Source: an optimization exercise on an open RTL-to-GDS flow (aim: small area). Production flows keep margins and buffers that such runs may drop. Function was checked by simulation only, so behaviour that the tests miss may differ from the original. Power and IR drop assume default switching activity.

==> flow/run.sh <==
#!/bin/bash
export BUFFER_PORTS_ARGS="-buffer_cell sky130_fd_sc_hd__buf_1"
export CTS_ARGS="-sink_clustering_enable -repair_clock_nets -dont_use_dummy_load -sink_clustering_size 11 -sink_clustering_max_diameter 50 -buf_list sky130_fd_sc_hd__clkbuf_4"
bash standard.sh > standard.log 2>&1
==> design.v <==
`default_nettype none
package conv_pkg;
  localparam int pix_w = 8;                     
  localparam int out_delay = 23;                
  typedef logic [pix_w-1:0] pixel_t;            
  localparam logic [pix_w-1:0] pix_pol = 8'h81;
endpackage
`default_nettype wire
`default_nettype none
module row_skew_line #(
  parameter int depth = 23   
) (
  input  wire logic             clk,
  input  wire conv_pkg::pixel_t pix_in,
  output conv_pkg::pixel_t      pix_out
);
  conv_pkg::pixel_t shreg [depth];
  always_ff @(posedge clk) begin
    shreg[0] <= pix_in;
    for (int i = 1; i < depth; i++) begin
      shreg[i] <= shreg[i-1];
    end
  end
  assign pix_out = shreg[depth-1];
endmodule
`default_nettype wire
`default_nettype none
module mac_tap (
  input  wire logic clk,
  input  wire logic rst,
  output logic      valid,
  output logic      rst_q,    
  output logic      rst_g     
);
  localparam logic [15:0] fb_table = 16'b0011_0000_1110_1110;
  logic [4:0] sr;
  logic       fb;
  assign fb = fb_table[{sr[4], sr[3], sr[2], sr[0]}];
  always_ff @(posedge clk) begin
    if (rst) begin
      sr <= 5'd3;
    end else begin
      sr <= {sr[3:0], fb};
    end
  end
  assign valid = (sr == 5'd0);
  assign rst_q = (sr == 5'd3);
  assign rst_g = (sr[4:3] == 2'b00) && (sr[1:0] == 2'b11);   
endmodule
`default_nettype wire
`default_nettype none
module fa_cell (
  input  wire logic a,
  input  wire logic b,
  input  wire logic ci,
  output logic      s,
  output logic      co
);
  assign s  = a ^ b ^ ci;
  assign co = (a & b) | (a & ci) | (b & ci);
endmodule
module ha_cell (
  input  wire logic a,
  input  wire logic b,
  output logic      s,
  output logic      co
);
  assign s  = a ^ b;
  assign co = a & b;
endmodule
`default_nettype wire
`default_nettype none
module mac_cascade (
  input  wire logic             clk,
  input  wire logic             rst,         
  input  wire logic             rst_q,       
  input  wire logic             rst_g,       
  input  wire conv_pkg::pixel_t row0,
  input  wire conv_pkg::pixel_t row1,
  input  wire conv_pkg::pixel_t row2,
  input  wire conv_pkg::pixel_t row3,
  input  wire conv_pkg::pixel_t row4,
  output conv_pkg::pixel_t      pix_raw
);
  wire c2;
  wire c5;
  wire c7;
  wire c10;
  wire c12;
  wire c15;
  wire c17;
  wire c20;
  wire c22;
  wire c25;
  wire c27;
  wire c30;
  wire c34;
  wire c37;
  wire c39;
  wire c42;
  wire c44;
  wire c46;
  wire c48;
  wire c50;
  wire c52;
  wire c54;
  wire c56;
  wire c58;
  wire c60;
  wire c62;
  wire c64;
  wire c66;
  wire c70;
  wire c72;
  wire c74;
  wire c76;
  wire c78;
  wire c80;
  wire c82;
  wire c84;
  wire c86;
  wire c88;
  wire c90;
  wire c92;
  wire c94;
  wire c96;
  wire c98;
  wire c100;
  wire c102;
  wire c104;
  wire c118;
  wire c120;
  wire c122;
  wire c125;
  wire c127;
  wire c129;
  wire c131;
  wire c133;
  wire c135;
  wire c137;
  wire c139;
  wire c141;
  wire c143;
  wire c145;
  wire c147;
  wire c149;
  wire c151;
  wire c153;
  wire c155;
  wire c157;
  wire c159;
  wire c161;
  wire c163;
  wire c165;
  wire c167;
  wire c169;
  wire c171;
  wire c173;
  wire c175;
  wire c177;
  wire c179;
  wire c181;
  wire c185;
  wire c187;
  wire c189;
  wire c191;
  wire c193;
  wire c195;
  wire c204;
  wire c207;
  wire c210;
  wire c212;
  wire c214;
  wire c216;
  wire c219;
  wire c222;
  wire c224;
  wire c228;
  wire c230;
  wire c232;
  wire c242;
  wire c245;
  wire c249;
  wire c253;
  wire c256;
  wire c260;
  wire c263;
  wire c267;
  wire c270;
  wire c274;
  wire c276;
  wire c278;
  wire c280;
  wire c283;
  wire c287;
  wire c289;
  wire c292;
  wire c296;
  wire c299;
  wire c301;
  wire c303;
  wire c305;
  wire c307;
  wire c309;
  wire c311;
  wire c315;
  wire c317;
  wire c319;
  wire c322;
  wire c325;
  wire c328;
  wire g3;
  wire g8;
  wire g13;
  wire g18;
  wire g23;
  wire g28;
  wire g35;
  wire g40;
  wire g105;
  wire g106;
  wire g107;
  wire g108;
  wire g109;
  wire g110;
  wire g111;
  wire g112;
  wire g113;
  wire g114;
  wire g115;
  wire g116;
  wire g123;
  wire g196;
  wire g197;
  wire g198;
  wire g199;
  wire g200;
  wire g201;
  wire g202;
  wire g205;
  wire g208;
  wire g217;
  wire g220;
  wire g233;
  wire g234;
  wire g235;
  wire g236;
  wire g237;
  wire g238;
  wire g239;
  wire g240;
  wire g243;
  wire g246;
  wire g247;
  wire g250;
  wire g251;
  wire g254;
  wire g257;
  wire g258;
  wire g261;
  wire g264;
  wire g265;
  wire g268;
  wire g271;
  wire g272;
  wire g281;
  wire g290;
  wire g297;
  wire g312;
  wire g313;
  wire g320;
  wire g323;
  wire g326;
  wire g329;
  wire s1;
  wire s4;
  wire s6;
  wire s9;
  wire s11;
  wire s14;
  wire s16;
  wire s19;
  wire s21;
  wire s24;
  wire s26;
  wire s29;
  wire s33;
  wire s36;
  wire s38;
  wire s41;
  wire s43;
  wire s45;
  wire s47;
  wire s49;
  wire s51;
  wire s53;
  wire s55;
  wire s57;
  wire s59;
  wire s61;
  wire s63;
  wire s65;
  wire s69;
  wire s71;
  wire s73;
  wire s75;
  wire s77;
  wire s79;
  wire s81;
  wire s83;
  wire s85;
  wire s87;
  wire s89;
  wire s91;
  wire s93;
  wire s95;
  wire s97;
  wire s99;
  wire s101;
  wire s103;
  wire s117;
  wire s119;
  wire s121;
  wire s124;
  wire s126;
  wire s128;
  wire s130;
  wire s132;
  wire s134;
  wire s136;
  wire s138;
  wire s140;
  wire s142;
  wire s144;
  wire s146;
  wire s148;
  wire s150;
  wire s152;
  wire s154;
  wire s156;
  wire s158;
  wire s160;
  wire s162;
  wire s164;
  wire s166;
  wire s168;
  wire s170;
  wire s172;
  wire s174;
  wire s176;
  wire s178;
  wire s180;
  wire s184;
  wire s186;
  wire s188;
  wire s190;
  wire s192;
  wire s194;
  wire s203;
  wire s206;
  wire s209;
  wire s211;
  wire s213;
  wire s215;
  wire s218;
  wire s221;
  wire s223;
  wire s227;
  wire s229;
  wire s231;
  wire s241;
  wire s244;
  wire s248;
  wire s252;
  wire s255;
  wire s259;
  wire s262;
  wire s266;
  wire s269;
  wire s273;
  wire s275;
  wire s277;
  wire s279;
  wire s282;
  wire s286;
  wire s288;
  wire s291;
  wire s295;
  wire s298;
  wire s300;
  wire s302;
  wire s304;
  wire s306;
  wire s308;
  wire s310;
  wire s314;
  wire s316;
  wire s318;
  wire s321;
  wire s324;
  wire s327;
  logic ia_0_0;
  logic ia_1_0;
  logic ia_2_0;
  logic ia_3_0;
  logic ia_4_0;
  logic ia_5_0;
  logic ia_6_0;
  logic ia_6_1;
  logic ia_7_0;
  logic ia_8_0;
  logic ia_9_0;
  logic ip_0_0;
  logic ip_1_0;
  logic ip_2_0;
  logic ip_3_0;
  logic ip_4_0;
  logic ip_5_0;
  logic ip_6_0;
  logic ip_6_1;
  logic ip_7_0;
  logic ip_8_0;
  logic ip_9_0;
  logic i3_0_0;
  logic i3_1_0;
  logic i3_2_0;
  logic i3_3_0;
  logic i3_4_0;
  logic i3_5_0;
  logic i3_6_0;
  logic i3_7_0;
  logic i3_8_0;
  logic i3_9_0;
  logic i3_10_0;
  logic i3_11_0;
  logic z1_0_0;
  logic z1_1_0;
  logic z1_2_0;
  logic z1_3_0;
  logic z1_4_0;
  logic z1_5_0;
  logic z1_6_0;
  logic z1_6_1;
  logic z1_7_0;
  logic z1_8_0;
  logic z1_9_0;
  logic z1b_0_0;
  logic z1b_1_0;
  logic z1b_2_0;
  logic z1b_3_0;
  logic z1b_4_0;
  logic z1b_5_0;
  logic z1b_6_0;
  logic z1b_7_0;
  logic z1b_8_0;
  logic z1b_9_0;
  logic z1b_10_0;
  logic z1b_11_0;
  logic z1b_12_0;
  logic z1b_13_0;
  logic z1b_14_0;
  logic z3_0_0;
  logic z3_1_0;
  logic z3_2_0;
  logic z3_3_0;
  logic z3_4_0;
  logic z3_5_0;
  logic z3_6_0;
  logic z3_7_0;
  logic z3_8_0;
  logic z3_9_0;
  logic z3_10_0;
  logic z3_11_0;
  logic z3_11_1;
  logic z3_12_0;
  logic z3_13_0;
  logic z3_14_0;
  logic z3_15_0;
  logic z4_0_0;
  logic z4_1_0;
  logic z4_2_0;
  logic z4_3_0;
  logic z4_4_0;
  logic z4_5_0;
  logic z4_6_0;
  logic z4_7_0;
  logic z4_8_0;
  logic z4_9_0;
  logic z4_10_0;
  logic z4_11_0;
  logic z4_11_1;
  logic z4_12_0;
  logic z4_13_0;
  logic z4_14_0;
  logic z4_15_0;
  logic r0_8_0;
  logic r0_9_0;
  logic r0_9_1;
  logic r0_10_0;
  logic r0_10_1;
  logic r0_11_0;
  logic r0_12_0;
  logic r0_13_0;
  logic r0_14_0;
  logic r0_15_0;
  logic r1_0_0;
  logic r1_1_0;
  logic r1_2_0;
  logic r1_3_0;
  logic r1_4_0;
  logic r1_5_0;
  logic r1_6_0;
  logic r1_7_0;
  ha_cell u_s1 (.a(row0[0]), .b(row4[0]), .s(s1), .co(c2));
  assign g3 = ~row2[0];
  fa_cell u_s4 (.a(row0[1]), .b(row4[1]), .ci(g3), .s(s4), .co(c5));
  ha_cell u_s6 (.a(c2), .b(s4), .s(s6), .co(c7));
  assign g8 = ~row2[1];
  fa_cell u_s9 (.a(row0[2]), .b(row4[2]), .ci(g8), .s(s9), .co(c10));
  fa_cell u_s11 (.a(c5), .b(s9), .ci(c7), .s(s11), .co(c12));
  assign g13 = ~row2[2];
  fa_cell u_s14 (.a(row0[3]), .b(row4[3]), .ci(g13), .s(s14), .co(c15));
  fa_cell u_s16 (.a(c10), .b(s14), .ci(c12), .s(s16), .co(c17));
  assign g18 = ~row2[3];
  fa_cell u_s19 (.a(row0[4]), .b(row4[4]), .ci(g18), .s(s19), .co(c20));
  fa_cell u_s21 (.a(c15), .b(s19), .ci(c17), .s(s21), .co(c22));
  assign g23 = ~row2[4];
  fa_cell u_s24 (.a(row0[5]), .b(row4[5]), .ci(g23), .s(s24), .co(c25));
  fa_cell u_s26 (.a(c20), .b(s24), .ci(c22), .s(s26), .co(c27));
  assign g28 = ~row2[5];
  fa_cell u_s29 (.a(row0[6]), .b(row4[6]), .ci(g28), .s(s29), .co(c30));
  ha_cell u_s33 (.a(c25), .b(s29), .s(s33), .co(c34));
  assign g35 = ~row2[6];
  fa_cell u_s36 (.a(row0[7]), .b(row4[7]), .ci(g35), .s(s36), .co(c37));
  fa_cell u_s38 (.a(c30), .b(s36), .ci(c34), .s(s38), .co(c39));
  assign g40 = ~row2[7];
  fa_cell u_s41 (.a(g40), .b(c37), .ci(c39), .s(s41), .co(c42));
  ha_cell u_s43 (.a(row1[0]), .b(row3[0]), .s(s43), .co(c44));
  fa_cell u_s45 (.a(row2[0]), .b(row1[1]), .ci(row3[1]), .s(s45), .co(c46));
  ha_cell u_s47 (.a(c44), .b(s45), .s(s47), .co(c48));
  fa_cell u_s49 (.a(row2[1]), .b(row1[2]), .ci(row3[2]), .s(s49), .co(c50));
  fa_cell u_s51 (.a(c46), .b(s49), .ci(c48), .s(s51), .co(c52));
  fa_cell u_s53 (.a(row2[2]), .b(row1[3]), .ci(row3[3]), .s(s53), .co(c54));
  fa_cell u_s55 (.a(c50), .b(s53), .ci(c52), .s(s55), .co(c56));
  fa_cell u_s57 (.a(row2[3]), .b(row1[4]), .ci(row3[4]), .s(s57), .co(c58));
  fa_cell u_s59 (.a(c54), .b(s57), .ci(c56), .s(s59), .co(c60));
  fa_cell u_s61 (.a(row2[4]), .b(row1[5]), .ci(row3[5]), .s(s61), .co(c62));
  fa_cell u_s63 (.a(c58), .b(s61), .ci(c60), .s(s63), .co(c64));
  fa_cell u_s65 (.a(row2[5]), .b(row1[6]), .ci(row3[6]), .s(s65), .co(c66));
  ha_cell u_s69 (.a(c62), .b(s65), .s(s69), .co(c70));
  fa_cell u_s71 (.a(row2[6]), .b(row1[7]), .ci(row3[7]), .s(s71), .co(c72));
  fa_cell u_s73 (.a(c66), .b(s71), .ci(c70), .s(s73), .co(c74));
  fa_cell u_s75 (.a(row2[7]), .b(c72), .ci(c74), .s(s75), .co(c76));
  ha_cell u_s77 (.a(ip_1_0), .b(ip_0_0), .s(s77), .co(c78));
  fa_cell u_s79 (.a(ip_2_0), .b(ip_1_0), .ci(c78), .s(s79), .co(c80));
  fa_cell u_s81 (.a(ip_3_0), .b(ip_2_0), .ci(c80), .s(s81), .co(c82));
  fa_cell u_s83 (.a(ip_4_0), .b(ip_3_0), .ci(c82), .s(s83), .co(c84));
  fa_cell u_s85 (.a(ip_5_0), .b(ip_4_0), .ci(c84), .s(s85), .co(c86));
  fa_cell u_s87 (.a(ip_6_0), .b(ip_6_1), .ci(ip_5_0), .s(s87), .co(c88));
  ha_cell u_s89 (.a(s87), .b(c86), .s(s89), .co(c90));
  fa_cell u_s91 (.a(ip_7_0), .b(ip_6_0), .ci(ip_6_1), .s(s91), .co(c92));
  fa_cell u_s93 (.a(c88), .b(s91), .ci(c90), .s(s93), .co(c94));
  fa_cell u_s95 (.a(ip_8_0), .b(ip_7_0), .ci(c92), .s(s95), .co(c96));
  ha_cell u_s97 (.a(s95), .b(c94), .s(s97), .co(c98));
  fa_cell u_s99 (.a(ip_9_0), .b(ip_8_0), .ci(c96), .s(s99), .co(c100));
  ha_cell u_s101 (.a(s99), .b(c98), .s(s101), .co(c102));
  fa_cell u_s103 (.a(ip_9_0), .b(c100), .ci(c102), .s(s103), .co(c104));
  assign g105 = ~rst_g & z1_0_0;
  assign g106 = ~(rst_g | z1_1_0);
  assign g107 = ~(rst_g | z1_2_0);
  assign g108 = ~(rst_g | z1_3_0);
  assign g109 = ~(rst_g | z1_4_0);
  assign g110 = ~(rst_g | z1_5_0);
  assign g111 = ~(rst_g | z1_6_0);
  assign g112 = ~rst_g & z1_6_1;
  assign g113 = ~(rst_g | z1_7_0);
  assign g114 = ~(rst_g | z1_8_0);
  assign g115 = ~rst_g & z1_9_0;
  assign g116 = ~g112;
  fa_cell u_s117 (.a(g111), .b(g116), .ci(row2[0]), .s(s117), .co(c118));
  fa_cell u_s119 (.a(g113), .b(row2[1]), .ci(c118), .s(s119), .co(c120));
  fa_cell u_s121 (.a(g114), .b(row2[2]), .ci(c120), .s(s121), .co(c122));
  assign g123 = ~g115;
  fa_cell u_s124 (.a(g123), .b(row2[3]), .ci(c122), .s(s124), .co(c125));
  ha_cell u_s126 (.a(row2[4]), .b(c125), .s(s126), .co(c127));
  ha_cell u_s128 (.a(row2[5]), .b(c127), .s(s128), .co(c129));
  ha_cell u_s130 (.a(row2[6]), .b(c129), .s(s130), .co(c131));
  ha_cell u_s132 (.a(row2[7]), .b(c131), .s(s132), .co(c133));
  ha_cell u_s134 (.a(z1b_1_0), .b(ia_0_0), .s(s134), .co(c135));
  fa_cell u_s136 (.a(z1b_2_0), .b(i3_0_0), .ci(ia_1_0), .s(s136), .co(c137));
  ha_cell u_s138 (.a(c135), .b(s136), .s(s138), .co(c139));
  fa_cell u_s140 (.a(z1b_3_0), .b(i3_1_0), .ci(ia_2_0), .s(s140), .co(c141));
  fa_cell u_s142 (.a(c137), .b(s140), .ci(c139), .s(s142), .co(c143));
  fa_cell u_s144 (.a(z1b_4_0), .b(i3_2_0), .ci(ia_3_0), .s(s144), .co(c145));
  fa_cell u_s146 (.a(c141), .b(s144), .ci(c143), .s(s146), .co(c147));
  fa_cell u_s148 (.a(z1b_5_0), .b(i3_3_0), .ci(ia_4_0), .s(s148), .co(c149));
  fa_cell u_s150 (.a(c145), .b(s148), .ci(c147), .s(s150), .co(c151));
  fa_cell u_s152 (.a(z1b_6_0), .b(i3_4_0), .ci(ia_5_0), .s(s152), .co(c153));
  fa_cell u_s154 (.a(c149), .b(s152), .ci(c151), .s(s154), .co(c155));
  fa_cell u_s156 (.a(z1b_7_0), .b(ia_6_0), .ci(ia_6_1), .s(s156), .co(c157));
  fa_cell u_s158 (.a(i3_5_0), .b(c153), .ci(s156), .s(s158), .co(c159));
  ha_cell u_s160 (.a(s158), .b(c155), .s(s160), .co(c161));
  fa_cell u_s162 (.a(z1b_8_0), .b(i3_6_0), .ci(ia_7_0), .s(s162), .co(c163));
  fa_cell u_s164 (.a(c157), .b(s162), .ci(c159), .s(s164), .co(c165));
  ha_cell u_s166 (.a(s164), .b(c161), .s(s166), .co(c167));
  fa_cell u_s168 (.a(z1b_9_0), .b(i3_7_0), .ci(ia_8_0), .s(s168), .co(c169));
  fa_cell u_s170 (.a(c163), .b(s168), .ci(c165), .s(s170), .co(c171));
  ha_cell u_s172 (.a(s170), .b(c167), .s(s172), .co(c173));
  fa_cell u_s174 (.a(z1b_10_0), .b(i3_8_0), .ci(ia_9_0), .s(s174), .co(c175));
  fa_cell u_s176 (.a(c169), .b(s174), .ci(c171), .s(s176), .co(c177));
  ha_cell u_s178 (.a(s176), .b(c173), .s(s178), .co(c179));
  fa_cell u_s180 (.a(z1b_11_0), .b(i3_9_0), .ci(c175), .s(s180), .co(c181));
  ha_cell u_s184 (.a(s180), .b(c177), .s(s184), .co(c185));
  fa_cell u_s186 (.a(z1b_12_0), .b(i3_10_0), .ci(c181), .s(s186), .co(c187));
  ha_cell u_s188 (.a(s186), .b(c185), .s(s188), .co(c189));
  fa_cell u_s190 (.a(z1b_13_0), .b(i3_11_0), .ci(c187), .s(s190), .co(c191));
  ha_cell u_s192 (.a(s190), .b(c189), .s(s192), .co(c193));
  fa_cell u_s194 (.a(z1b_14_0), .b(c191), .ci(c193), .s(s194), .co(c195));
  assign g196 = ~s138;
  assign g197 = ~s142;
  assign g198 = ~s146;
  assign g199 = ~s150;
  assign g200 = ~s172;
  assign g201 = ~s178;
  assign g202 = ~z3_3_0;
  ha_cell u_s203 (.a(g202), .b(i3_0_0), .s(s203), .co(c204));
  assign g205 = ~z3_4_0;
  fa_cell u_s206 (.a(i3_1_0), .b(g205), .ci(c204), .s(s206), .co(c207));
  assign g208 = ~z3_5_0;
  fa_cell u_s209 (.a(i3_2_0), .b(g208), .ci(c207), .s(s209), .co(c210));
  fa_cell u_s211 (.a(z3_6_0), .b(i3_3_0), .ci(c210), .s(s211), .co(c212));
  fa_cell u_s213 (.a(z3_7_0), .b(i3_4_0), .ci(c212), .s(s213), .co(c214));
  fa_cell u_s215 (.a(z3_8_0), .b(i3_5_0), .ci(c214), .s(s215), .co(c216));
  assign g217 = ~z3_9_0;
  fa_cell u_s218 (.a(i3_6_0), .b(g217), .ci(c216), .s(s218), .co(c219));
  assign g220 = ~z3_10_0;
  fa_cell u_s221 (.a(i3_7_0), .b(g220), .ci(c219), .s(s221), .co(c222));
  fa_cell u_s223 (.a(z3_11_0), .b(z3_11_1), .ci(i3_8_0), .s(s223), .co(c224));
  fa_cell u_s227 (.a(z3_12_0), .b(i3_9_0), .ci(c224), .s(s227), .co(c228));
  fa_cell u_s229 (.a(z3_13_0), .b(i3_10_0), .ci(c228), .s(s229), .co(c230));
  fa_cell u_s231 (.a(z3_14_0), .b(i3_11_0), .ci(c230), .s(s231), .co(c232));
  assign g233 = z3_15_0 ^ c232;
  assign g234 = ~s203;
  assign g235 = ~s206;
  assign g236 = ~s209;
  assign g237 = ~s218;
  assign g238 = ~s221;
  assign g239 = ~ia_0_0 & ~z4_0_0;
  assign g240 = ~ia_1_0;
  fa_cell u_s241 (.a(z4_1_0), .b(g240), .ci(g239), .s(s241), .co(c242));
  assign g243 = ~i3_0_0;
  fa_cell u_s244 (.a(ia_2_0), .b(z4_2_0), .ci(g243), .s(s244), .co(c245));
  assign g246 = (~s244 & c242) | (~s244 & s241) | (c242 & s241);
  assign g247 = ~i3_1_0;
  fa_cell u_s248 (.a(ia_3_0), .b(z4_3_0), .ci(g247), .s(s248), .co(c249));
  assign g250 = (~c245 & ~s248) | (~c245 & g246) | (~s248 & g246);
  assign g251 = ~i3_2_0;
  fa_cell u_s252 (.a(ia_4_0), .b(z4_4_0), .ci(g251), .s(s252), .co(c253));
  assign g254 = (~c249 & ~s252) | (~c249 & g250) | (~s252 & g250);
  fa_cell u_s255 (.a(ia_5_0), .b(z4_5_0), .ci(c253), .s(s255), .co(c256));
  assign g257 = (i3_3_0 & ~s255) | (i3_3_0 & g254) | (~s255 & g254);
  assign g258 = ~ia_6_1;
  fa_cell u_s259 (.a(z4_6_0), .b(i3_4_0), .ci(g258), .s(s259), .co(c260));
  assign g261 = ~s259;
  fa_cell u_s262 (.a(ia_6_0), .b(g261), .ci(c256), .s(s262), .co(c263));
  assign g264 = ~s262 & g257;
  assign g265 = ~ia_7_0;
  fa_cell u_s266 (.a(z4_7_0), .b(i3_5_0), .ci(g265), .s(s266), .co(c267));
  assign g268 = ~c263;
  fa_cell u_s269 (.a(c260), .b(s266), .ci(g268), .s(s269), .co(c270));
  assign g271 = s269 | g264;
  assign g272 = ~ia_8_0;
  fa_cell u_s273 (.a(z4_8_0), .b(i3_6_0), .ci(g272), .s(s273), .co(c274));
  fa_cell u_s275 (.a(c267), .b(s273), .ci(c270), .s(s275), .co(c276));
  ha_cell u_s277 (.a(s275), .b(g271), .s(s277), .co(c278));
  ha_cell u_s279 (.a(ia_9_0), .b(z4_9_0), .s(s279), .co(c280));
  assign g281 = ~s279;
  fa_cell u_s282 (.a(i3_7_0), .b(g281), .ci(c274), .s(s282), .co(c283));
  fa_cell u_s286 (.a(s282), .b(c276), .ci(c278), .s(s286), .co(c287));
  ha_cell u_s288 (.a(z4_10_0), .b(c280), .s(s288), .co(c289));
  assign g290 = ~s288;
  fa_cell u_s291 (.a(i3_8_0), .b(g290), .ci(c283), .s(s291), .co(c292));
  fa_cell u_s295 (.a(z4_11_0), .b(z4_11_1), .ci(i3_9_0), .s(s295), .co(c296));
  assign g297 = ~c289;
  fa_cell u_s298 (.a(g297), .b(s295), .ci(c292), .s(s298), .co(c299));
  fa_cell u_s300 (.a(z4_12_0), .b(i3_10_0), .ci(c296), .s(s300), .co(c301));
  ha_cell u_s302 (.a(s300), .b(c299), .s(s302), .co(c303));
  fa_cell u_s304 (.a(z4_13_0), .b(i3_11_0), .ci(c301), .s(s304), .co(c305));
  fa_cell u_s306 (.a(s304), .b(c303), .ci(s302), .s(s306), .co(c307));
  fa_cell u_s308 (.a(z4_14_0), .b(c305), .ci(s306), .s(s308), .co(c309));
  ha_cell u_s310 (.a(c307), .b(s308), .s(s310), .co(c311));
  assign g312 = z4_15_0 ^ c309 ^ c311;
  assign g313 = g312 ^ s310;
  ha_cell u_s314 (.a(r0_9_0), .b(r0_9_1), .s(s314), .co(c315));
  fa_cell u_s316 (.a(r0_10_0), .b(r0_10_1), .ci(c315), .s(s316), .co(c317));
  ha_cell u_s318 (.a(r0_11_0), .b(c317), .s(s318), .co(c319));
  assign g320 = ~r0_12_0;
  ha_cell u_s321 (.a(g320), .b(c319), .s(s321), .co(c322));
  assign g323 = ~r0_13_0;
  ha_cell u_s324 (.a(g323), .b(c322), .s(s324), .co(c325));
  assign g326 = ~r0_14_0;
  ha_cell u_s327 (.a(g326), .b(c325), .s(s327), .co(c328));
  assign g329 = r0_15_0 ^ c328;
  always_ff @(posedge clk) begin
    ia_0_0 <= s1;
    ia_1_0 <= s6;
    ia_2_0 <= s11;
    ia_3_0 <= s16;
    ia_4_0 <= s21;
    ia_5_0 <= s26;
    ia_6_0 <= s33;
    ia_6_1 <= c27;
    ia_7_0 <= s38;
    ia_8_0 <= s41;
    ia_9_0 <= c42;
    i3_0_0 <= ip_0_0;
    i3_1_0 <= s77;
    i3_2_0 <= s79;
    i3_3_0 <= s81;
    i3_4_0 <= s83;
    i3_5_0 <= s85;
    i3_6_0 <= s89;
    i3_7_0 <= s93;
    i3_8_0 <= s97;
    i3_9_0 <= s101;
    i3_10_0 <= s103;
    i3_11_0 <= c104;
    z1_0_0 <= ia_0_0;
    z1_1_0 <= ia_1_0;
    z1_2_0 <= ia_2_0;
    z1_3_0 <= ia_3_0;
    z1_4_0 <= ia_4_0;
    z1_5_0 <= ia_5_0;
    z1_6_0 <= ia_6_0;
    z1_6_1 <= ia_6_1;
    z1_7_0 <= ia_7_0;
    z1_8_0 <= ia_8_0;
    z1_9_0 <= ia_9_0;
    z1b_0_0 <= g105;
    z1b_1_0 <= g106;
    z1b_2_0 <= g107;
    z1b_3_0 <= g108;
    z1b_4_0 <= g109;
    z1b_5_0 <= g110;
    z1b_6_0 <= s117;
    z1b_7_0 <= s119;
    z1b_8_0 <= s121;
    z1b_9_0 <= s124;
    z1b_10_0 <= s126;
    z1b_11_0 <= s128;
    z1b_12_0 <= s130;
    z1b_13_0 <= s132;
    z1b_14_0 <= c133;
    r0_8_0 <= s277;
    r0_9_0 <= s286;
    r0_9_1 <= s277;
    r0_10_0 <= s291;
    r0_10_1 <= c287;
    r0_11_0 <= s298;
    r0_12_0 <= s302;
    r0_13_0 <= s306;
    r0_14_0 <= s310;
    r0_15_0 <= g313;
    r1_0_0 <= r0_8_0;
    r1_1_0 <= s314;
    r1_2_0 <= s316;
    r1_3_0 <= s318;
    r1_4_0 <= s321;
    r1_5_0 <= s324;
    r1_6_0 <= s327;
    r1_7_0 <= g329;
  end
  always_ff @(posedge clk) begin
    if (rst) begin
      ip_0_0 <= 1'b0;
      ip_1_0 <= 1'b0;
      ip_2_0 <= 1'b0;
      ip_3_0 <= 1'b0;
      ip_4_0 <= 1'b0;
      ip_5_0 <= 1'b0;
      ip_6_0 <= 1'b0;
      ip_6_1 <= 1'b0;
      ip_7_0 <= 1'b0;
      ip_8_0 <= 1'b0;
      ip_9_0 <= 1'b0;
    end else begin
      ip_0_0 <= s43;
      ip_1_0 <= s47;
      ip_2_0 <= s51;
      ip_3_0 <= s55;
      ip_4_0 <= s59;
      ip_5_0 <= s63;
      ip_6_0 <= s69;
      ip_6_1 <= c64;
      ip_7_0 <= s73;
      ip_8_0 <= s75;
      ip_9_0 <= c76;
    end
  end
  always_ff @(posedge clk) begin
    if (rst_q) begin
      z3_0_0 <= 1'b0;
      z3_1_0 <= 1'b0;
      z3_2_0 <= 1'b0;
      z3_3_0 <= 1'b0;
      z3_4_0 <= 1'b0;
      z3_5_0 <= 1'b0;
      z3_6_0 <= 1'b0;
      z3_7_0 <= 1'b0;
      z3_8_0 <= 1'b0;
      z3_9_0 <= 1'b0;
      z3_10_0 <= 1'b0;
      z3_11_0 <= 1'b0;
      z3_11_1 <= 1'b0;
      z3_12_0 <= 1'b0;
      z3_13_0 <= 1'b0;
      z3_14_0 <= 1'b0;
      z3_15_0 <= 1'b0;
      z4_0_0 <= 1'b0;
      z4_1_0 <= 1'b0;
      z4_2_0 <= 1'b0;
      z4_3_0 <= 1'b0;
      z4_4_0 <= 1'b0;
      z4_5_0 <= 1'b0;
      z4_6_0 <= 1'b0;
      z4_7_0 <= 1'b0;
      z4_8_0 <= 1'b0;
      z4_9_0 <= 1'b0;
      z4_10_0 <= 1'b0;
      z4_11_0 <= 1'b0;
      z4_11_1 <= 1'b0;
      z4_12_0 <= 1'b0;
      z4_13_0 <= 1'b0;
      z4_14_0 <= 1'b0;
      z4_15_0 <= 1'b0;
    end else begin
      z3_0_0 <= z1b_0_0;
      z3_1_0 <= s134;
      z3_2_0 <= g196;
      z3_3_0 <= g197;
      z3_4_0 <= g198;
      z3_5_0 <= g199;
      z3_6_0 <= s154;
      z3_7_0 <= s160;
      z3_8_0 <= s166;
      z3_9_0 <= g200;
      z3_10_0 <= g201;
      z3_11_0 <= s184;
      z3_11_1 <= c179;
      z3_12_0 <= s188;
      z3_13_0 <= s192;
      z3_14_0 <= s194;
      z3_15_0 <= c195;
      z4_0_0 <= z3_0_0;
      z4_1_0 <= z3_1_0;
      z4_2_0 <= z3_2_0;
      z4_3_0 <= g234;
      z4_4_0 <= g235;
      z4_5_0 <= g236;
      z4_6_0 <= s211;
      z4_7_0 <= s213;
      z4_8_0 <= s215;
      z4_9_0 <= g237;
      z4_10_0 <= g238;
      z4_11_0 <= s223;
      z4_11_1 <= c222;
      z4_12_0 <= s227;
      z4_13_0 <= s229;
      z4_14_0 <= s231;
      z4_15_0 <= g233;
    end
  end
  assign pix_raw = {r1_7_0, r1_6_0, r1_5_0, r1_4_0, r1_3_0, r1_2_0, r1_1_0, r1_0_0};
endmodule
`default_nettype wire
`default_nettype none
module conv5x5_top (
  input  wire logic             clk,
  input  wire logic             rst,
  input  wire conv_pkg::pixel_t row0,      
  input  wire conv_pkg::pixel_t row1,
  input  wire conv_pkg::pixel_t row2,
  input  wire conv_pkg::pixel_t row3,
  input  wire conv_pkg::pixel_t row4,      
  output conv_pkg::pixel_t      pix_out    
);
  conv_pkg::pixel_t pix_raw, pix_del;
  logic valid, rst_q, rst_g;
  mac_cascade u_cascade (
    .clk (clk), .rst (rst), .rst_q (rst_q), .rst_g (rst_g),
    .row0 (row0), .row1 (row1), .row2 (row2), .row3 (row3), .row4 (row4),
    .pix_raw (pix_raw)
  );
  row_skew_line #(
    .depth (conv_pkg::out_delay - 2)
  ) u_delay (
    .clk     (clk),
    .pix_in  (pix_raw),
    .pix_out (pix_del)
  );
  mac_tap u_blank (
    .clk   (clk),
    .rst   (rst),
    .valid (valid),
    .rst_q (rst_q),
    .rst_g (rst_g)
  );
  assign pix_out = valid ? (pix_del ^ conv_pkg::pix_pol) : '0;
endmodule
`default_nettype wire
==> standard.sh <==
#!/bin/bash
# synth_recipe.tcl (not shown) runs the flow's synth.tcl, then flattens the netlist and writes it again
# the make line also repeats each setting of config.mk as NAME=value (left out here)
make -C /OpenROAD-flow-scripts/flow DESIGN_CONFIG=/design/flow/config.mk WORK_HOME=/design/flow/orfs CLKGATE_MAP_FILE= SYNTH_SCRIPT=/design/flow/synth_recipe.tcl "${@:-finish}"
==> config.mk <==
export PLATFORM = sky130hd
export DESIGN_NAME = conv5x5_top
export DESIGN_NICKNAME = conv5x5_top
export VERILOG_FILES = /design/flow/design.v
export SDC_FILE = /design/flow/constraint.sdc
export NUM_CORES = 4
export LEC_CHECK = 0
export CAP_MARGIN = 20
export CORE_MARGIN = 2
export CORE_UTILIZATION = 65
export SLEW_MARGIN = 20
export SYNTH_HIERARCHICAL = 1
==> constraint.sdc <==
create_clock -name core_clock -period 4.0 [get_ports {clk}]
set_input_delay 0.8000 -clock core_clock [delete_from_list [all_inputs] [get_ports {clk}]]
set_output_delay 0.8000 -clock core_clock [all_outputs]
set_load 0.01 [all_outputs]
==> out/summary.log, run 1 <==
INFO  timing         postLayoutSetupSlackWorst=154.1ps
INFO  timing         grt_setup_unrepaired=no
INFO  detailed_routing dr_total_vias=3691
INFO  finish         largest_register_ffs=168
INFO  finish         final_layout_size_suffix_gt1_share=8.007%
INFO  logic_synthesis synth-main-ff-cell=dfxtp_1
INFO  detailed_routing detailedRoute.firstIterationViolations=81
INFO  detailed_routing drc=0
INFO  critical_path  crit_type=flip-flop to flip-flop
INFO  pwr            vdd_ir_drop_max=0.001627V
INFO  finish         most-common-layout-cells=282 x dfxtp_1, 92 x fa_1, 49 x buf_1
INFO  logic_synthesis portion_of_netlist_area_occupied_by_mux_cells=0%
INFO  placement      dp_slack=44.74ps
INFO  placement      dpl-instance-area=9064µm²
INFO  logic_synthesis main_combinational_cell_family_by_area_after_synthesis=adder cells
INFO  die            die_w=119.8µm
INFO  logic_synthesis synth-compound-area-share=0.5168%
INFO  die            design.portCount=50
INFO  finish         final_cell_count_without_fillers=789
INFO  timing         setup_viol_count_final=0
INFO  die            core_area=13190µm²
INFO  timing         timing.final.max_slew_violations=0
INFO  logic_synthesis yosys.area_share.xor_xnor=0.5024%
INFO  grt            maximum_number_of_pins_on_one_net_before_global_route_repair=31
INFO  grt            grt_pass1_wl=17870µm
INFO  worst_hold_path hp-class=flip-flop to flip-flop
INFO  timing         clock-skew-final=22.33ps
INFO  placement      place_congestion=0.7649
INFO  logic_synthesis async_reset_ff_share=0%
INFO  grt            grt_pass1_vias=4016
INFO  job            maxCapViolations=0
INFO  finish         nets=783
INFO  logic_synthesis area_fraction_in_and_or_nand_and_nor_cells_after_synthesis=5.182%
INFO  die            dieArea=14350µm²
INFO  clocking       worstSkewPairLatency=630ps
INFO  critical_path  worstPathMaxFanout=3
INFO  logic_synthesis ys_seq_elements=284
INFO  pwr            p_leak=3.996nW
INFO  critical_path  critPathArrivalTime=4400ps
INFO  clocking       clock_pin_slew_on_the_worst_setup_and_hold_paths=120ps
INFO  logic_synthesis synth_enable_flop_cells=0
INFO  finish         area_overhead_vs_synth=6.718%
INFO  placement      post-place-cells=759
INFO  timing         fmaxAchievable=0.2600GHz
INFO  clocking       htree_levels=1
INFO  critical_path  worst_ep_required_time=4550ps
INFO  run_status     status=timing/DRC/antenna clean
INFO  clocking       clock-sinks=284
INFO  timing         post-route-period-util=96.15%
INFO  pwr            power_density=898.1nW/µm²
INFO  logic_synthesis netlist_instances=545
INFO  timing         finalWorstPathRequiredPeriod=3846ps
INFO  clocking       cts_tree=built
INFO  logic_synthesis postSynthAreaPerCell=15.99µm²
INFO  detailed_routing routed_wire_length_per_instance=12.69µm
INFO  finish         layout.cells.most_common=dfxtp_1
INFO  grt            gr-usage-all-layers=15.59%
INFO  critical_path  element_type_at_the_critical_path_end=flip-flop
INFO  finish         finish.instance_area=9301µm²
INFO  finish         reg.largest.list=u_delay.shreg: 168 flops, u_blank.sr: 5 flops
INFO  pwr            post-layout-total-power=0.008353W
INFO  logic_synthesis synth.lib_cells_used.distinct=26
INFO  clocking       max-clock-path-buffers=3
INFO  critical_path  critical_path_source_type=flip-flop
INFO  detailed_routing drtPass1Iterations=4
INFO  logic_synthesis yosys_warnings=10
INFO  detailed_routing post_drt_via_cell_ratio=4.678
INFO  timing         tightest_slew=755.3ps
INFO  detailed_routing drt-total-wl=10010µm
INFO  clocking       cts_buffers=29
INFO  timing         fin_setup_tns=0ps
INFO  die            rows=42
INFO  logic_synthesis yosysSeqAreaShare=65.23%
INFO  placement      io_buffer_count=49
INFO  placement      hpwl=7617µm
INFO  clocking       buffer_cell_driving_the_clock_tree_root=clkbuf_4
INFO  die            die_height=119.8µm
INFO  die            initial_core_util=66.08%
INFO  logic_synthesis syn-cell-area=8716µm²
INFO  detailed_routing final_antenna_net_count=0
INFO  logic_synthesis synth-adder-area-share=26.37%
INFO  grt            number_of_antenna_violations_at_the_first_check_in_global_routing=1
INFO  grt            globalRouteOverflowTotal=0
INFO  timing         hold_viol=0
INFO  logic_synthesis synth_fp_nets=714
INFO  finish         register_with_the_highest_flop_count=u_delay.shreg
INFO  timing         timing.slew.headroom=49.65%
[modules after synthesis (local to each module, per instance), a selection]
module / area (µm²) / times used / cells inside
mac_cascade: 2821 / 1 / 224
mac_tap: 181.4 / 1 / 18
conv5x5_top: 62.56 / 1 / 8
fa_cell: 20.02 / 93 / 1
ha_cell: 12.51 / 34 / 1
[final timing paths]
check                           slack (ps)              endpoint            startpoint  cells after the start
worst max register to register         150     u_cascade.r0_15_0      u_cascade.ia_8_0                     11
worst max-delay path                   150     u_cascade.r0_15_0      u_cascade.ia_8_0                     11
worst min register to register         320  u_delay.shreg[13][1]  u_delay.shreg[12][1]                      0
worst min-delay path                   320  u_delay.shreg[13][1]  u_delay.shreg[12][1]                      0
[synth_stat cells, drive strengths merged, types with 2 or more instances]
master	number	area (µm²)
dfxtp	284	5685
fa	93	1862
nor2b	37	231.5
ha	34	425.4
inv	30	112.6
nor2	23	86.33
buf	8	60.06
and2	6	45.04
clkbuf	5	18.77
nor3	4	25.02
nand2b	3	18.77
xnor2	3	26.28
and2b	2	17.52
xor2	2	17.52
[worst max-delay path, stage by stage, from the launching register on]
cell and delay [ps]:
dfxtp_2 360, inv_1 60, fa_1 390, fa_1 390
fa_2 350, fa_1 370, ha_1 300, fa_1 520
fa_1 460, ha_4 290, xor2_1 160, xnor2_1 130
[per-stage QoR]
stage,hold slack (ps),util (%)
after detailed placement,312.1,68.72
final,320.2,70.52
after floorplan,309.6,-
after global placement,309.8,68.68
after global routing,330.8,70.52
after CTS,325.9,70.37
[routing by layer]
| metal | track usage (%) | share of wire (%) |
|---|---|---|
| met1 | 19.96 | 42 |
| met2 | 26.50 | 51 |
| met3 | 3.279 | 4.2 |
| met4 | 5.588 | 2.6 |
| met5 | 0 | 0 |
[report_power, final]
group          total (W)  leakage (nW)  internal [W]  switching, W
Combinational    0.00260          1.47       0.00137       0.00123
Sequential       0.00466          2.39       0.00421      0.000448
Clock            0.00109         0.133      0.000334      0.000756
Total            0.00835          4.00       0.00592       0.00243
[area by class of cell]
class / count / area (µm²)
Sequential cell: 284 / 5688
Fill cell: 939 / 3889
Multi-Input combinational cell: 218 / 2861
Tap cell: 176 / 220.2
Clock buffer: 29 / 217.7
Timing Repair Buffer: 51 / 198.9
Inverter: 30 / 112.6
Antenna cell: 1 / 2.502
[cells by family (layout without fill, tap and decap cells)]
kind of cell,after synthesis,in the layout
AOI/OAI and AO/OA,6,6
xor gates and xnor gates,5,5
adders and majority gates,128,128
buffers and inverters,43,110
DFF,284,284
other,0,1
and+or+nand+nor,79,79
[repair_timing]
action	4_1_cts	5_1_grt
hold buffers	0	0
endpoints found under the setup margin	0	1
gates resized for setup	0	4
setup buffers	0	0
==> run 2: changes to the inputs <==
==> flow/run.sh (replaced) <==
#!/bin/bash
export BUFFER_PORTS_ARGS="-buffer_cell sky130_fd_sc_hd__buf_1"
export CTS_ARGS="-sink_clustering_enable -repair_clock_nets -dont_use_dummy_load -sink_clustering_size 13 -sink_clustering_max_diameter 35 -buf_list sky130_fd_sc_hd__clkbuf_4"
bash standard.sh > standard.log 2>&1
--- a/config.mk
+++ b/config.mk
@@ -7,6 +7,6 @@
 export LEC_CHECK = 0
 export CAP_MARGIN = 20
 export CORE_MARGIN = 2
-export CORE_UTILIZATION = 65
+export CORE_UTILIZATION = 85
 export SLEW_MARGIN = 20
 export SYNTH_HIERARCHICAL = 1
==> run 2 against run 1 <==
The flow now stops in 3_5_place_dp. Area after synthesis unchanged. Synthesized cell count unchanged.
==> out/summary.log, run 2 <==
INFO  logic_synthesis yosysSeqAreaShare=65.23% [unchanged]
INFO  logic_synthesis post-synth-top-area-fraction=65.23% [unchanged]
INFO  logic_synthesis synthTopCellsByArea=dfxtp_1 65%, fa_1 21%, ha_1 4.9%
INFO  die            die_height=105.3µm [-12%]
INFO  logic_synthesis synthMostInstantiatedCell=dfxtp_1
INFO  logic_synthesis postSynthAreaPerCell=15.99µm² [unchanged]
INFO  logic_synthesis synth_fp_nets=714 [unchanged]
INFO  logic_synthesis synth-main-ff-cell=dfxtp_1
INFO  logic_synthesis yosys.area.top_type=dfxtp_1
INFO  logic_synthesis yosys_warnings=10 [unchanged]
INFO  die            initial_core_util=88.36% [+22 points]
INFO  run_status     haltStage=3_5_place_dp
INFO  logic_synthesis ys_seq_elements=284 [unchanged]
INFO  run_status     status=aborted with a tool error
INFO  placement      hpwl=12910µm [+70%]
INFO  placement      place_congestion=0.7710 [+0.80%]
INFO  run_status     stop_error=[ERROR DPL-0033] detailed placement checks failed during check placement.
INFO  die            design.portCount=50 [unchanged]
INFO  die            die_w=105.3µm [-12%]
INFO  placement      io_buffer_count=49 [unchanged]
INFO  logic_synthesis synth_enable_flop_cells=0 [unchanged]
INFO  logic_synthesis ys_top_cells_by_count=284 x dfxtp_1, 93 x fa_1, 37 x nor2b_1
INFO  die            rows=36 [-14%]
INFO  logic_synthesis synth.lib_cells_used.distinct=26 [unchanged]
INFO  logic_synthesis syn-cell-area=8716µm² [unchanged]
INFO  logic_synthesis async_reset_ff_share=0% [unchanged]
INFO  logic_synthesis netlist_instances=545 [unchanged]
## run 2: cell counts after synthesis
No cell type changed its count.
## run 2: Yosys stat by module (local to each module, per instance), excerpt
module | times used | cells inside | area (µm²)
mac_tap | 1 | 18 | 181.4
fa_cell | 93 | 1 | 20.02
ha_cell | 34 | 1 | 12.51
mac_cascade | 1 | 224 | 2821
conv5x5_top | 1 | 8 | 62.56
## run 2: worst max path at each step
| stage | startpoint | endpoint | slack, ps | cells past startpoint |
|---|---|---|---|---|
| after global placement | u_cascade.ia_8_0 | u_cascade.r0_15_0 | 140 | 11 |
| after floorplan | u_cascade.ia_8_0 | u_cascade.r0_15_0 | 230 | 11 |
## run 2: power by group through the flow
stage	Sequential, W	Combinational [W]	Clock [W]
2_1_floorplan	0.00460	0.00200	0
3_3_place_gp	0.00469	0.00236	0
## run 2: logic make-up after synthesis
group / share of synthesized area (%)
AO/OA/AOI/OAI: 0.5169
XOR/XNOR: 0.5025
adder cells (fa/ha/maj): 26.37
buffers and inverters: 2.196
flip-flops: 65.23
AND/OR/NAND/NOR: 5.182
## run 2: stage by stage
step              instance area, µm²  cells  power [W]  worst slack [ps]  hold slack (ps)
global placement                9005    716   0.007048             136.3            309.8
floorplan                       8716    545   0.006597             233.0            309.6
==> run 3: changes to the inputs <==
==> flow/run.sh (replaced) <==
#!/bin/bash
export BUFFER_PORTS_ARGS="-buffer_cell sky130_fd_sc_hd__buf_1"
export CTS_ARGS="-sink_clustering_enable -repair_clock_nets -dont_use_dummy_load -sink_clustering_size 10 -sink_clustering_max_diameter 50 -buf_list sky130_fd_sc_hd__clkbuf_4"
bash standard.sh > standard.log 2>&1
--- a/config.mk
+++ b/config.mk
@@ -7,6 +7,6 @@
 export LEC_CHECK = 0
 export CAP_MARGIN = 20
 export CORE_MARGIN = 2
-export CORE_UTILIZATION = 85
+export CORE_UTILIZATION = 65
 export SLEW_MARGIN = 20
 export SYNTH_HIERARCHICAL = 1
==> run 3 against run 2 <==
The run now finishes clean. Area after synthesis stayed put. Synthesized cell count stayed put.
==> out/summary.log, run 3 <==
INFO  pwr            p_leak=4.019nW
INFO  detailed_routing post_drt_via_cell_ratio=4.671
INFO  finish         register_with_the_highest_flop_count=u_delay.shreg
INFO  timing         clock-skew-final=58.71ps
INFO  finish         most-common-layout-cells=282 x dfxtp_1, 92 x fa_1, 49 x buf_1
INFO  critical_path  reg2reg_depth=11
INFO  clocking       htree_levels=2
INFO  clocking       max-clock-path-buffers=3
INFO  logic_synthesis ys_seq_elements=284 [unchanged]
INFO  job            maxCapViolations=0
INFO  logic_synthesis yosysSeqAreaShare=65.23% [unchanged]
INFO  critical_path  element_type_at_the_critical_path_end=flip-flop
INFO  die            rows=42 [+17%]
INFO  die            initial_core_util=66.08% [-22 points]
INFO  clocking       worstSkewPairLatency=590ps
INFO  logic_synthesis yosys.area.top_type=dfxtp_1
INFO  timing         setup_viol_count_final=0
INFO  timing         timing.slew.headroom=49.80%
INFO  critical_path  critPathArrivalTime=4340ps
INFO  finish         nets=788
INFO  die            dieArea=14350µm²
INFO  detailed_routing dr_total_vias=3709
INFO  logic_synthesis synthTopCellsByArea=dfxtp_1 65%, fa_1 21%, ha_1 4.9%
INFO  pwr            post-layout-total-power=0.008460W
INFO  clocking       clock_pin_slew_on_the_worst_setup_and_hold_paths=110ps
INFO  logic_synthesis async_reset_ff_share=0% [unchanged]
INFO  placement      io_buffer_count=49 [unchanged]
INFO  finish         largest_register_ffs=168
INFO  die            core_area=13190µm²
INFO  logic_synthesis netlist_instances=545 [unchanged]
INFO  detailed_routing final_antenna_net_count=0
INFO  logic_synthesis postSynthAreaPerCell=15.99µm² [unchanged]
INFO  grt            grt_pass1_vias=4084
INFO  placement      place_congestion=0.7649 [-0.79%]
INFO  critical_path  worstReg2RegStart=u_cascade.ia_8_0
INFO  logic_synthesis synth_fp_nets=714 [unchanged]
INFO  finish         final_layout_size_suffix_gt1_share=8.752%
INFO  clocking       buffer_cell_driving_the_clock_tree_root=clkbuf_4
INFO  critical_path  reg2reg_to=u_cascade.r0_15_0
INFO  worst_hold_path hp-class=flip-flop to flip-flop
INFO  placement      hpwl=7617µm [-41%]
INFO  pwr            power_density=905.9nW/µm²
INFO  clocking       cts_tree=built
INFO  worst_hold_path hold_wc_startpoint=u_delay.shreg[0][5]
INFO  timing         hold_viol=0
INFO  clocking       post_cts_buffers=0
INFO  logic_synthesis synth_enable_flop_cells=0 [unchanged]
INFO  clocking       cts_buffers=34
INFO  detailed_routing drt-total-wl=10190µm
INFO  detailed_routing drc=0
INFO  logic_synthesis synth-main-ff-cell=dfxtp_1
INFO  logic_synthesis synth.lib_cells_used.distinct=26 [unchanged]
INFO  critical_path  critical_path_source_type=flip-flop
INFO  critical_path  worst-r2r-setup-slack=120ps
INFO  logic_synthesis ys_top_cells_by_count=284 x dfxtp_1, 93 x fa_1, 37 x nor2b_1
INFO  grt            globalRouteOverflowTotal=0
INFO  die            design.portCount=50 [unchanged]
INFO  timing         tightest_slew=752.9ps
INFO  finish         area_overhead_vs_synth=7.149%
INFO  timing         post-route-period-util=97.11%
INFO  pwr            vdd_ir_drop_max=0.001673V
INFO  finish         reg.largest.list=u_delay.shreg: 168 flops, u_blank.sr: 5 flops
INFO  critical_path  worst_ep_required_time=4460ps
INFO  logic_synthesis post-synth-top-area-fraction=65.23% [unchanged]
INFO  placement      post-place-cells=759
INFO  grt            gr-usage-all-layers=16.22%
INFO  critical_path  worstPathMaxFanout=3
INFO  die            die_w=119.8µm [+14%]
INFO  logic_synthesis syn-cell-area=8716µm² [unchanged]
INFO  logic_synthesis yosys_warnings=10 [unchanged]
INFO  worst_hold_path hold-path-cell-count=0
INFO  grt            number_of_antenna_violations_at_the_first_check_in_global_routing=1
INFO  worst_hold_path min_delay_worst_endpoint=u_delay.shreg[1][5]
INFO  critical_path  crit_type=flip-flop to flip-flop
INFO  detailed_routing detailedRoute.firstIterationViolations=98
INFO  clocking       clock-sinks=284
INFO  timing         fmaxAchievable=0.2574GHz
INFO  timing         finalWorstPathRequiredPeriod=3884ps
INFO  detailed_routing drtPass1Iterations=4
INFO  detailed_routing routed_wire_length_per_instance=12.83µm
INFO  grt            maximum_number_of_pins_on_one_net_before_global_route_repair=31
INFO  run_status     status=timing/DRC/antenna clean
INFO  finish         layout.cells.most_common=dfxtp_1
INFO  grt            grt_pass1_wl=18160µm
INFO  timing         timing.final.max_slew_violations=0
INFO  finish         final_cell_count_without_fillers=794
INFO  logic_synthesis synthMostInstantiatedCell=dfxtp_1
INFO  die            die_height=119.8µm [+14%]
## run 3: cell counts after synthesis
No cell type changed its count.
## run 3: cell type report
class	instances	area [µm²]
diodes	1	2.502
clock buffers	34	255.2
fillers	937	3851
inverters	30	112.6
multi-input cells	218	2861
flip-flops and latches	284	5688
well taps	176	220.2
repair buffers	51	198.9
## run 3: cell families after synthesis
group | after synthesis | share of synthesized area [%]
flops | 284 | 65.23
fa+ha+maj | 128 | 26.37
simple gates | 79 | 5.182
buf+inv | 43 | 2.196
compound gates | 6 | 0.5169
xor+xnor | 5 | 0.5025
## run 3: worst max-delay path by stage
stage | cells past startpoint | endpoint | startpoint
3_5_place_dp | 11 | u_cascade.r0_15_0 | u_cascade.ia_8_0
3_3_place_gp | 11 | u_cascade.r0_15_0 | u_cascade.ia_8_0
4_1_cts | 10 | u_cascade.r0_15_0 | u_cascade.i3_6_0
5_1_grt | 11 | u_cascade.r0_15_0 | u_cascade.ia_8_0
2_1_floorplan | 11 | u_cascade.r0_15_0 | u_cascade.ia_8_0
6_report | 11 | u_cascade.r0_15_0 | u_cascade.ia_8_0
## run 3: critical path: stages, from the launching register on
cell and delay, ps:
dfxtp_2 360, inv_1 60, fa_1 380, fa_1 390
fa_2 350, fa_1 370, ha_1 300, fa_1 520
fa_1 460, ha_4 290, xor2_1 160, xnor2_1 140
## run 3: per-layer routing
layer / part of all wire (%) / track usage (%) / up-vias
li1: - / - / 1812
met1: 42 / 20.21 / 1817
met2: 51 / 26.89 / 52
met3: 3.4 / 3.850 / 28
met4: 2.9 / 7.794 / 0
met5: 0 / 0 / -
## run 3: through the flow
step / utilization, % / setup TNS (ps) / setup WS, ps / cell area (µm²) / hold slack (ps)
final: 70.80 / 0 / 115.6 / 9339 / 285.3
after CTS: 70.66 / 0 / 17.20 / 9320 / 290.5
after global routing: 70.80 / -5.897 / -5.897 / 9339 / 285.2
after detailed placement: 68.72 / 0 / 44.74 / 9064 / 312.1
after floorplan: - / 0 / 233.0 / 8716 / 309.6
after global placement: 68.68 / 0 / 124.6 / 9059 / 309.8
## run 3: what timing repair did
item	CTS	global route
setup endpoints to repair	1	1
hold buffers	0	0
pin swaps	0	1
gates resized for setup	1	3
## run 3: modules after synthesis, one instance, submodules excluded, a selection
| module | area, µm² | cells | times used | flops+latches |
|---|---|---|---|---|
| mac_cascade | 2821 | 224 | 1 | 111 |
| mac_tap | 181.4 | 18 | 1 | 5 |
| conv5x5_top | 62.56 | 8 | 1 | 0 |
| fa_cell | 20.02 | 1 | 93 | 0 |
| ha_cell | 12.51 | 1 | 34 | 0 |
## run 3: power breakdown
| part | internal, W | switching, W |
|---|---|---|
| clock | 0.000395 | 0.000781 |
| combinational | 0.00137 | 0.00124 |
| sequential | 0.00422 | 0.000452 |
==> run 4: changes to the inputs <==
==> flow/run.sh (replaced) <==
#!/bin/bash
export BUFFER_PORTS_ARGS="-buffer_cell sky130_fd_sc_hd__buf_1"
export CTS_ARGS="-sink_clustering_enable -repair_clock_nets -dont_use_dummy_load -sink_clustering_size 12 -sink_clustering_max_diameter 40 -buf_list sky130_fd_sc_hd__clkbuf_4"
bash standard.sh > standard.log 2>&1
--- a/config.mk
+++ b/config.mk
@@ -7,6 +7,7 @@
 export LEC_CHECK = 0
 export CAP_MARGIN = 20
 export CORE_MARGIN = 2
-export CORE_UTILIZATION = 65
+export CORE_UTILIZATION = 80
+export PLACE_DENSITY = 0.75
 export SLEW_MARGIN = 20
 export SYNTH_HIERARCHICAL = 1
==> run 4 against run 3 <==
Synthesized cell count unchanged. Routed wire length up 23%. Worst hold slack better by 23 ps. First-iteration DRC count up 28%. Sequential power up 1%. Flip-flop and latch count unchanged. Utilization up 15 points. Area after synthesis unchanged. Sequential share of layout area up 0.61 points. Total power up 2.3%. Non-clock buffer count unchanged. Count of clock-buffer cells in the layout down 6.
==> out/summary.log, run 4 <==
INFO  placement      place_congestion=0.7593 [-0.73%]
INFO  timing         fin_setup_tns=0ps [unchanged]
INFO  clocking       post_cts_buffers=0 [unchanged]
INFO  finish         final_cell_count_without_fillers=751 [-5.4%]
INFO  die            core_area=10750µm² [-19%]
INFO  timing         setup_viol_count_final=0 [unchanged]
INFO  clocking       htree_levels=1 [-1]
INFO  timing         fmaxAchievable=0.2586GHz [+0.45%]
INFO  critical_path  worst_ep_required_time=4480ps [+20 ps]
INFO  finish         antenna_cells=0 [-1]
INFO  grt            number_of_antenna_violations_at_the_first_check_in_global_routing=0 [-1]
INFO  logic_synthesis synth.lib_cells_used.distinct=26 [unchanged]
INFO  timing         post-route-period-util=96.67% [-0.44 points]
INFO  pwr            post-layout-total-power=0.008657W [+2.3%]
INFO  timing         timing.slew.headroom=41.35% [-8.5 points]
INFO  finish         layout.cells.most_common=dfxtp_1
INFO  timing         hold_viol=0 [unchanged]
INFO  clocking       worstSkewPairLatency=600ps [about the same]
INFO  logic_synthesis post-synth-top-area-fraction=65.23% [unchanged]
INFO  logic_synthesis synth-main-ff-cell=dfxtp_1
INFO  detailed_routing detailedRoute.firstIterationViolations=125 [+28%]
INFO  timing         finalWorstPathRequiredPeriod=3867ps [-17.51 ps]
INFO  grt            gr-usage-all-layers=23.26% [+7.0 points]
INFO  timing         tightest_slew=879.7ps [+126.8 ps]
INFO  finish         register_with_the_highest_flop_count=u_delay.shreg
INFO  pwr            vdd_ir_drop_max=0.001088V [-35%]
INFO  critical_path  crit_path_top_delay_cell=fa_1
INFO  critical_path  element_type_at_the_critical_path_end=flip-flop
INFO  grt            grt_pass1_wl=20360µm [+12%]
INFO  timing         timing.final.max_slew_violations=0 [unchanged]
INFO  finish         area_overhead_vs_synth=6.087%
INFO  logic_synthesis async_reset_ff_share=0% [unchanged]
INFO  detailed_routing drt-total-wl=12520µm [+23%]
INFO  logic_synthesis synth_enable_flop_cells=0 [unchanged]
INFO  timing         clock-skew-final=38.73ps [-19.98 ps]
INFO  logic_synthesis synth_fp_nets=714 [unchanged]
INFO  clocking       cts_tree=built
INFO  die            die_height=108.4µm [-9.5%]
INFO  logic_synthesis synthMostInstantiatedCell=dfxtp_1
INFO  clocking       max-clock-path-buffers=3 [unchanged]
INFO  timing         postLayoutSetupSlackWorst=133.1ps [+17.51 ps]
INFO  detailed_routing drtPass1Iterations=4 [unchanged]
INFO  pwr            power_density=936.2nW/µm² [+3.3%]
INFO  detailed_routing routed_wire_length_per_instance=16.68µm [+30%]
INFO  logic_synthesis yosys_warnings=10 [unchanged]
INFO  die            design.portCount=50 [unchanged]
INFO  clocking       clock_pin_slew_on_the_worst_setup_and_hold_paths=110ps [about the same]
INFO  placement      dp_slack=-11.89ps [-56.62 ps]
INFO  finish         largest_register_ffs=168 [unchanged]
INFO  die            dieArea=11750µm² [-18%]
INFO  die            rows=38 [-9.5%]
INFO  logic_synthesis ys_seq_elements=284 [unchanged]
INFO  placement      hpwl=9795µm [+29%]
INFO  worst_hold_path hp-class=flip-flop to flip-flop
INFO  finish         most-common-layout-cells=282 x dfxtp_1, 92 x fa_1, 49 x buf_1
INFO  detailed_routing drc=0 [unchanged]
INFO  die            die_w=108.4µm [-9.5%]
INFO  clocking       clock-sinks=284 [unchanged]
INFO  run_status     status=timing/DRC/antenna clean
INFO  placement      io_buffer_count=49 [unchanged]
INFO  critical_path  critical_path_source_type=flip-flop
INFO  logic_synthesis synthTopCellsByArea=dfxtp_1 65%, fa_1 21%, ha_1 4.9%
INFO  critical_path  cp_common_cell=fa_1
INFO  critical_path  crit_type=flip-flop to flip-flop
INFO  detailed_routing dr_total_vias=3742 [+0.89%]
INFO  detailed_routing final_antenna_net_count=0 [unchanged]
INFO  logic_synthesis syn-cell-area=8716µm² [unchanged]
INFO  logic_synthesis yosysSeqAreaShare=65.23% [unchanged]
INFO  placement      post-place-cells=723 [-4.7%]
INFO  die            initial_core_util=81.11% [+15 points]
INFO  job            maxCapViolations=0 [unchanged]
INFO  pwr            p_leak=3.993nW [-0.64%]
INFO  logic_synthesis netlist_instances=545 [unchanged]
INFO  grt            maximum_number_of_pins_on_one_net_before_global_route_repair=31 [unchanged]
INFO  grt            globalRouteOverflowTotal=0 [unchanged]
INFO  critical_path  critical-path-max-stage-delay=540ps [+20 ps]
INFO  detailed_routing post_drt_via_cell_ratio=4.983 [+6.7%]
INFO  grt            grt_pass1_vias=4419 [+8.2%]
INFO  logic_synthesis ys_top_cells_by_count=284 x dfxtp_1, 93 x fa_1, 37 x nor2b_1
INFO  finish         reg.largest.list=u_delay.shreg: 168 flops, u_blank.sr: 5 flops
INFO  clocking       buffer_cell_driving_the_clock_tree_root=clkbuf_4
INFO  finish         nets=782 [-0.76%]
INFO  logic_synthesis yosys.area.top_type=dfxtp_1
INFO  critical_path  worstPathMaxFanout=3 [unchanged]
INFO  logic_synthesis postSynthAreaPerCell=15.99µm² [unchanged]
INFO  critical_path  critPathArrivalTime=4350ps [about the same]
INFO  critical_path  crit_chain=inv_1, fa_1, fa_1, fa_1, fa_2, ha_4, fa_1, fa_1, ha_1, xor2_1, xnor2_1
INFO  finish         final_layout_size_suffix_gt1_share=7.856% [-0.90 points]
INFO  clocking       cts_buffers=28 [-18%]
[run 4: cell families after synthesis]
logic type               synth area share [%]
buffers and inverters                   2.196
flip-flops                              65.23
AND/OR/NAND/NOR                         5.182
XOR/XNOR                               0.5025
adder cells (fa/ha/maj)                 26.37
AO/OA/AOI/OAI                          0.5169
[run 4: cell type report]
class / count / area, µm²
Inverter: 30 / 112.6
Clock buffer: 28 / 210.2
Multi-Input combinational cell: 218 / 2861
Tap cell: 140 / 175.2
Timing Repair Buffer: 51 / 198.9
Sequential cell: 284 / 5688
Fill cell: 462 / 1499
[run 4: worst paths after layout]
| check | cells after the start | from | slack [ps] | endpoint |
|---|---|---|---|---|
| max | 11 | u_cascade.ia_8_0 | 130 | u_cascade.r0_15_0 |
| min | 0 | u_delay.shreg[4][6] | 310 | u_delay.shreg[5][6] |
| max reg2reg | 11 | u_cascade.ia_8_0 | 130 | u_cascade.r0_15_0 |
| min reg2reg | 0 | u_delay.shreg[4][6] | 310 | u_delay.shreg[5][6] |
[run 4: critical path, delay by kind of cell (launching register included)]
kind / cells / cell delay [ps]
fa+ha+maj: 8 / 3050
xor+xnor: 2 / 280
buf+inv: 1 / 60
flops: 1 / 370
[run 4: power by group]
part           total, W  leakage, nW  switching, W  internal (W)
clock network   0.00107        0.129      0.000747      0.000323
registers       0.00473         2.39      0.000512       0.00422
logic           0.00286         1.48       0.00142       0.00144
[run 4: routing by layer]
layer / vias up / part of all wire, % / wire length (µm) / GRT usage, %
met3: 28 / 3.0 / 379 / 4.280
met2: 67 / 56 / 7049 / 44.43
met1: 1859 / 38 / 4774 / 26.30
met4: 0 / 2.6 / 320 / 7.234
met5: - / 0 / 0 / 0
li1: 1788 / - / - / -
[run 4: Yosys stat by module (local to each module, per instance), excerpt]
module,cells inside,flops+latches,cell area (µm²)
ha_cell,1,0,12.51
conv5x5_top,8,0,62.56
mac_tap,18,5,181.4
mac_cascade,224,111,2821
fa_cell,1,0,20.02
[run 4: stage by stage]
step	hold WS (ps)	area, µm²	util, %
4_1_cts	311.3	9244	86.03
2_1_floorplan	309.6	8716	-
5_1_grt	317.8	9246	86.05
3_5_place_dp	312.1	9019	83.93
6_report	308.6	9246	86.05
3_3_place_gp	309.7	9014	83.88
[run 4: repair_timing]
action	in CTS	in global routing
pin swaps	1	0
resized for setup	3	1
gates cloned	0	0
endpoints found under the hold margin	0	0
hold buffers	0	0
endpoints found under the setup margin	1	1
==> run 5: changes to the inputs <==
--- a/config.mk
+++ b/config.mk
@@ -8,6 +8,5 @@
 export CAP_MARGIN = 20
 export CORE_MARGIN = 2
 export CORE_UTILIZATION = 80
-export PLACE_DENSITY = 0.75
 export SLEW_MARGIN = 20
 export SYNTH_HIERARCHICAL = 1
==> run 5 against run 4 <==
Design area did not move. Synthesized cell count unchanged. Non-clock buffer count is the same. Area after synthesis did not move. Via count stayed put. Critical path type unchanged. Still clean on timing, DRC and antenna.
==> out/summary.log, run 5 <==
INFO  run_status     status=timing/DRC/antenna clean
INFO  logic_synthesis synth-main-ff-cell=dfxtp_1
INFO  die            die_height=108.4µm [unchanged]
INFO  critical_path  element_type_at_the_critical_path_end=flip-flop
INFO  grt            grt_pass1_vias=4419 [unchanged]
INFO  finish         fillerInstances=462 [unchanged]
INFO  grt            grt_pass1_wl=20360µm [unchanged]
INFO  critical_path  reg2reg_to=u_cascade.r0_15_0
INFO  pwr            internal-power=0.005978W [unchanged]
INFO  timing         setup_viol_count_final=0 [unchanged]
INFO  critical_path  crit_type=flip-flop to flip-flop
INFO  logic_synthesis synthTopCellsByArea=dfxtp_1 65%, fa_1 21%, ha_1 4.9%
INFO  placement      place_congestion=0.7593 [unchanged]
INFO  timing         post-route-period-util=96.67% [unchanged]
INFO  timing         tightest_slew=879.7ps [unchanged]
INFO  critical_path  critical_path_source_type=flip-flop
INFO  pwr            p_seq_share=54.6% [about the same]
INFO  clocking       max-clock-path-buffers=3 [unchanged]
INFO  logic_synthesis async_reset_ff_share=0% [unchanged]
INFO  logic_synthesis postSynthAreaPerCell=15.99µm² [unchanged]
INFO  logic_synthesis post-synth-top-area-fraction=65.23% [unchanged]
INFO  logic_synthesis synthMostInstantiatedCell=dfxtp_1
INFO  job            maxCapViolations=0 [unchanged]
INFO  detailed_routing drc=0 [unchanged]
INFO  die            die_w=108.4µm [unchanged]
INFO  critical_path  worstPathMaxFanout=3 [unchanged]
INFO  die            dieArea=11750µm² [unchanged]
INFO  critical_path  worstReg2RegStart=u_cascade.ia_8_0
INFO  grt            globalRouteOverflowTotal=0 [unchanged]
INFO  clocking       cts_buffers=28 [unchanged]
INFO  pwr            power_density=936.2nW/µm² [unchanged]
INFO  finish         largest_register_ffs=168 [unchanged]
INFO  detailed_routing dr_total_vias=3742 [unchanged]
INFO  logic_synthesis main_combinational_cell_family_by_area_after_synthesis=adder cells
[run 5: cell counts in the layout (fill, tap and decap cells not counted)]
Identical to the previous run, type by type.
[run 5: power by group through the flow]
stage | Clock [W] | Combinational [W] | Sequential [W]
finish | 0.00107 | 0.00286 | 0.00473
global route | 0.00122 | 0.00328 | 0.00486
CTS | 0.00110 | 0.00291 | 0.00476
detailed placement | 0 | 0.00284 | 0.00481
global placement | 0 | 0.00237 | 0.00469
floorplan | 0 | 0.00200 | 0.00460
[run 5: worst max-delay path: stages (launching register included)]
cell,delay [ps]
dfxtp_2,370
inv_1,60
fa_1,370
fa_1,400
fa_1,400
fa_2,380
ha_4,230
fa_1,540
fa_1,420
ha_1,310
xor2_1,160
xnor2_1,120
[run 5: Yosys stat by module, one instance, submodules excluded, excerpt]
module,copies in the design,cells inside,area (µm²),flip-flops and latches
conv5x5_top,1,8,62.56,0
mac_tap,1,18,181.4,5
mac_cascade,1,224,2821,111
fa_cell,93,1,20.02,0
ha_cell,34,1,12.51,0
[run 5: what timing repair did]
action,CTS,global route
endpoints found under the setup margin,1,1
setup buffers,0,0
pin swaps,1,0
gates resized for setup,3,1
hold buffers,0,0
[run 5: worst max path at each step]
stage | endpoint | start | slack (ps)
CTS | u_cascade.r0_15_0 | u_cascade.ia_8_0 | 30
detailed placement | u_cascade.r0_15_0 | u_cascade.ia_8_0 | -10
global route | u_cascade.r0_15_0 | u_cascade.ia_8_0 | -9
global placement | u_cascade.r0_15_0 | u_cascade.ia_8_0 | 140
floorplan | u_cascade.r0_15_0 | u_cascade.ia_8_0 | 230
finish | u_cascade.r0_15_0 | u_cascade.ia_8_0 | 130
[run 5: stage by stage]
| stage | util [%] | hold WS (ps) | total power (W) | TNS [ps] | cells |
|---|---|---|---|---|---|
| 2_1_floorplan | - | 309.6 | 0.006597 | 0 | 545 |
| 3_3_place_gp | 83.88 | 309.7 | 0.007058 | 0 | 723 |
| 3_5_place_dp | 83.93 | 312.1 | 0.007653 | -11.89 | 723 |
| 4_1_cts | 86.03 | 311.3 | 0.008773 | 0 | 751 |
| 5_1_grt | 86.05 | 317.8 | 0.009352 | -9.497 | 751 |
| 6_report | 86.05 | 308.6 | 0.008657 | 0 | 751 |
[run 5: kinds of logic (layout without fill, tap and decap cells)]
logic type      count (synthesis)  in the layout
flops                         284            284
fa+ha+maj                     128            128
simple gates                   79             79
buf+inv                        43            109
compound gates                  6              6
xor+xnor                        5              5
[run 5: area by class of cell]
type,count,area (µm²),share of cell area (%)
Timing Repair Buffer,51,198.9,2.152
Multi-Input combinational cell,218,2861,30.95
Clock buffer,28,210.2,2.273
Inverter,30,112.6,1.218
Tap cell,140,175.2,1.894
Sequential cell,284,5688,61.52
[run 5: per-layer routing]
layer | share of wire (%) | track usage (%) | vias to the layer above
met5 | 0 | 0 | -
met4 | 2.6 | 7.234 | 0
met3 | 3.0 | 4.280 | 28
met2 | 56 | 44.43 | 67
met1 | 38 | 26.30 | 1859
li1 | - | - | 1788
